What follows belongs to an exercise in optimizing a design on an open flow for small area and a short achievable clock period; a production flow would make more cautious choices.
RTL that was checked went through simulation tests only; none was proved equivalent to the original.
Power figures rest on the tool's default switching activity, not on a simulated workload.

Design rec_axis_packer, start of the top module:
module rec_axis_packer #(
    parameter int COL        = 640,
    parameter int ROW        = 480,
    parameter int FIFO_DEPTH = 64
) (
    input  logic        clk,
    input  logic        rst,
    input  logic        recvalid,
    input  logic [7:0]  recpixel,
    input  logic        reclast,
    output logic [31:0] m_tdata,
    output logic        m_tvalid,
    input  logic        m_tready,
    output logic        m_tlast,
    output logic        m_tuser,
    output logic        overflow,
    output logic        frame_done,
    output logic        frame_err
);
clock: 5.5 ns
lec_check: 0
cap_margin: 20
core_margin: 2
core_utilization: 60
cts_cluster_diameter: 100
cts_cluster_size: 30
setup_slack_margin: 3.0
slew_margin: 20
run.sh (not shown) runs the stock make flow with config.mk's settings and CLKGATE_MAP_FILE= SYNTH_SCRIPT=/design/flow/synth_recipe.tcl, a recipe that flattens the netlist after the stock synthesis.
The starting point passed the timing, design-rule and antenna checks.
Edit:
Settings changed: CORE_UTILIZATION 60 to 40, CTS_CLUSTER_DIAMETER 100 to unset, CTS_CLUSTER_SIZE 30 to unset, SETUP_SLACK_MARGIN 3.0 to unset.
Result: The new run went through all stages and came out clean. Hold slack gets better by 7.2 ps. Synthesized cell count stays the same. Via count came out lower by 2.2%. Routed wire length came out lower by 5.3%. Combinational power came out lower by 6.2%. Clock-buffer cell count came out higher by 144. Non-clock buffer count came out lower by 186. Global-route usage came out lower by 17 points.

========
Setup of old:
Another version of the RTL of rec_axis_packer (not shown whole).
For scale: roughly 4400 cells after synthesis, ~2300 flip-flops, roughly 51 I/O pins, roughly 82000 µm² of cells after synthesis.
==> flow/design.v (excerpt) <==
module rec_axis_packer #(
    parameter int COL        = 640,
    parameter int ROW        = 480,
    parameter int FIFO_DEPTH = 64
) (
    input  logic        clk,
    input  logic        rst,
    input  logic        recvalid,
    input  logic [7:0]  recpixel,
    input  logic        reclast,
    output logic [31:0] m_tdata,
    output logic        m_tvalid,
    input  logic        m_tready,
    output logic        m_tlast,
    output logic        m_tuser,
    output logic        overflow,
    output logic        frame_done,
    output logic        frame_err
);
export LEC_CHECK = 0
export CAP_MARGIN = 5
export CORE_MARGIN = 2
export CORE_UTILIZATION = 55
export CTS_CLUSTER_DIAMETER = 100
export CTS_CLUSTER_SIZE = 25
export SETUP_SLACK_MARGIN = 2.8
export SLEW_MARGIN = 5
create_clock -name core_clock -period 5.5 [get_ports {clk}]
Edits applied to the flow inputs when going from old to new:
Settings: changing CORE_UTILIZATION from 55 to 60; changing CAP_MARGIN from 5 to 20; changing SETUP_SLACK_MARGIN from 2.8 to 3.0; changing CTS_CLUSTER_SIZE from 25 to 28; changing SLEW_MARGIN from 5 to 20; setting ABC_AREA to 1 for the first time.
[summary]
Delta(proportion of power drawn by combinational gates, new - old) > 0
Lower wire length on met3 goes to old over new.
new ended with less sequential share of layout area than old.
new against old: placed standard-cell area grew by 6000 µm², global-route wire length before repair grew by 5.5%, synthesized area grew by about 8%, switching power summed over all nets grew by about 50%, compound-gate portion of the synthesized area shrank by 12 points.
old → new: setup slack after layout went up 200 ps; switching part of the total power grew by 6.8 points.
old reports its cell type of the slowest stage on the worst timing path as sky130_fd_sc_hd__a221oi_1 while new reports sky130_fd_sc_hd__dfxtp_2.
Function was not checked in any run of this note: the RTL went through the layout flow alone.

========
rec_axis_packer again, from the RTL that the note above started with.
==> flow/design.v (excerpt) <==
module rec_axis_packer #(
    parameter int COL        = 640,
    parameter int ROW        = 480,
    parameter int FIFO_DEPTH = 64
) (
    input  logic        clk,
    input  logic        rst,
    input  logic        recvalid,
    input  logic [7:0]  recpixel,
    input  logic        reclast,
    output logic [31:0] m_tdata,
    output logic        m_tvalid,
    input  logic        m_tready,
    output logic        m_tlast,
    output logic        m_tuser,
    output logic        overflow,
    output logic        frame_done,
    output logic        frame_err
);
export LEC_CHECK = 0
export CAP_MARGIN = 20
export CORE_MARGIN = 2
export CORE_UTILIZATION = 60
export CTS_CLUSTER_DIAMETER = 100
export CTS_CLUSTER_SIZE = 28
export SETUP_SLACK_MARGIN = 3.0
export SLEW_MARGIN = 20
create_clock -name core_clock -period 5.5 [get_ports {clk}]
The starting point completed without violations.
Rerun with:
--- a/flow/config.mk
+++ b/flow/config.mk
@@ -10,5 +10,5 @@
 export CORE_UTILIZATION = 60
 export CTS_CLUSTER_DIAMETER = 100
-export CTS_CLUSTER_SIZE = 28
+export CTS_CLUSTER_SIZE = 25
 export SETUP_SLACK_MARGIN = 3.0
 export SLEW_MARGIN = 20
Outcome:
- The changed run completed without violations
- power increases slightly
- via count is about the same
- design area increases slightly
Function was not checked in any run of this note: the RTL went through the layout flow alone.

========
red:
rec_axis_packer with an RTL version that a note above also has.
Size in the first run: about 51 I/O pins, ~0.083 mm² of cells after synthesis.
clock: 5.5 ns
lec_check: 0
cap_margin: 20
core_margin: 2
core_utilization: 72
cts_cluster_diameter: 100
cts_cluster_size: 25
setup_slack_margin: 3.1
slew_margin: 20
red: all stages complete, timing, DRC and antenna checks passed
What blue does differently from red at the input level:
- removing CTS_CLUSTER_SIZE (formerly 25)
- removing CTS_CLUSTER_DIAMETER (formerly 100)
- changing SETUP_SLACK_MARGIN from 3.1 to 3.3
- changing CORE_UTILIZATION from 72 to 60
Findings:
- blue: no failed stages, no open violations at the end
- blue ends up with lower aggregate global-route resource usage than red does.
- Delta (blue minus red): final area went up by 10%; placed instance area rose 0.84%.

========
Another version of the RTL of rec_axis_packer (not shown whole).
Size: roughly 87,000 um^2 of cells after synthesis.
Settings: LEC_CHECK=0, CAP_MARGIN=20, CORE_MARGIN=2, CORE_UTILIZATION=40, SETUP_SLACK_MARGIN=3.0, SLEW_MARGIN=20; clock period 5.5 ns.
Next try:
SETUP_SLACK_MARGIN = unset   (was 3.0)
=> The changed run passed the timing, design-rule and antenna checks. Total power goes down by a few percent. Wire length goes down by a few percent. Cell area fell by a few percent. Die area is unchanged. Worst hold slack is better by 0.024 ns.

-- static timing again, ports no longer ideal --
How much do the figures lean on ideal ports? The routed layouts below were timed once more, with nothing changed but the port constraints.
Step 1 assumes that a clkbuf_16 drives the clock port and a buf_2 every other input.
Step 2, shift: input delay + t, output delay - t, t = (earliest + latest rising clock arrival at the registers) / 2. This alone moves slack from input paths to output paths.
Slacks: ideal ports / drivers / drivers and shift; pairs: ideal ports / drivers.
| run | shift t [ns] | setup WS [ns] | clock arrival spread, ns | cell pins on the clock port's net |
|---|---|---|---|---|
| the first run of note 1 | 0.859 | 2.927 / 2.927 / 2.322 | 0.036 / 0.036 | 1 |
| the second run of note 1 | 0.933 | 1.587 / 1.587 / 1.525 | 0.054 / 0.055 | 1 |
| old | 0.836 | 2.703 / 2.703 / 2.033 | 0.052 / 0.052 | 1 |
| new | 0.851 | 2.900 / 2.900 / 2.226 | 0.045 / 0.045 | 1 |
| the first run of note 3 | 0.860 | 2.881 / 2.881 / 2.136 | 0.032 / 0.032 | 1 |
| the second run of note 3 | 0.861 | 2.880 / 2.880 / 2.106 | 0.035 / 0.035 | 1 |
| red | 0.853 | 2.874 / 2.874 / 2.335 | 0.035 / 0.034 | 1 |
| blue | 0.924 | 2.793 / 2.793 / 2.580 | 0.038 / 0.038 | 1 |
| the first run of note 5 | 0.907 | 2.870 / 2.870 / 2.195 | 0.058 / 0.058 | 1 |
| the second run of note 5 | 0.931 | 1.680 / 1.680 / 1.680 | 0.044 / 0.043 | 1 |
After both steps every run listed still meets setup and hold. The setup slack of the second run of note 3, which loses most, moves by 0.000 ns with the drivers and by -0.774 ns with both steps.
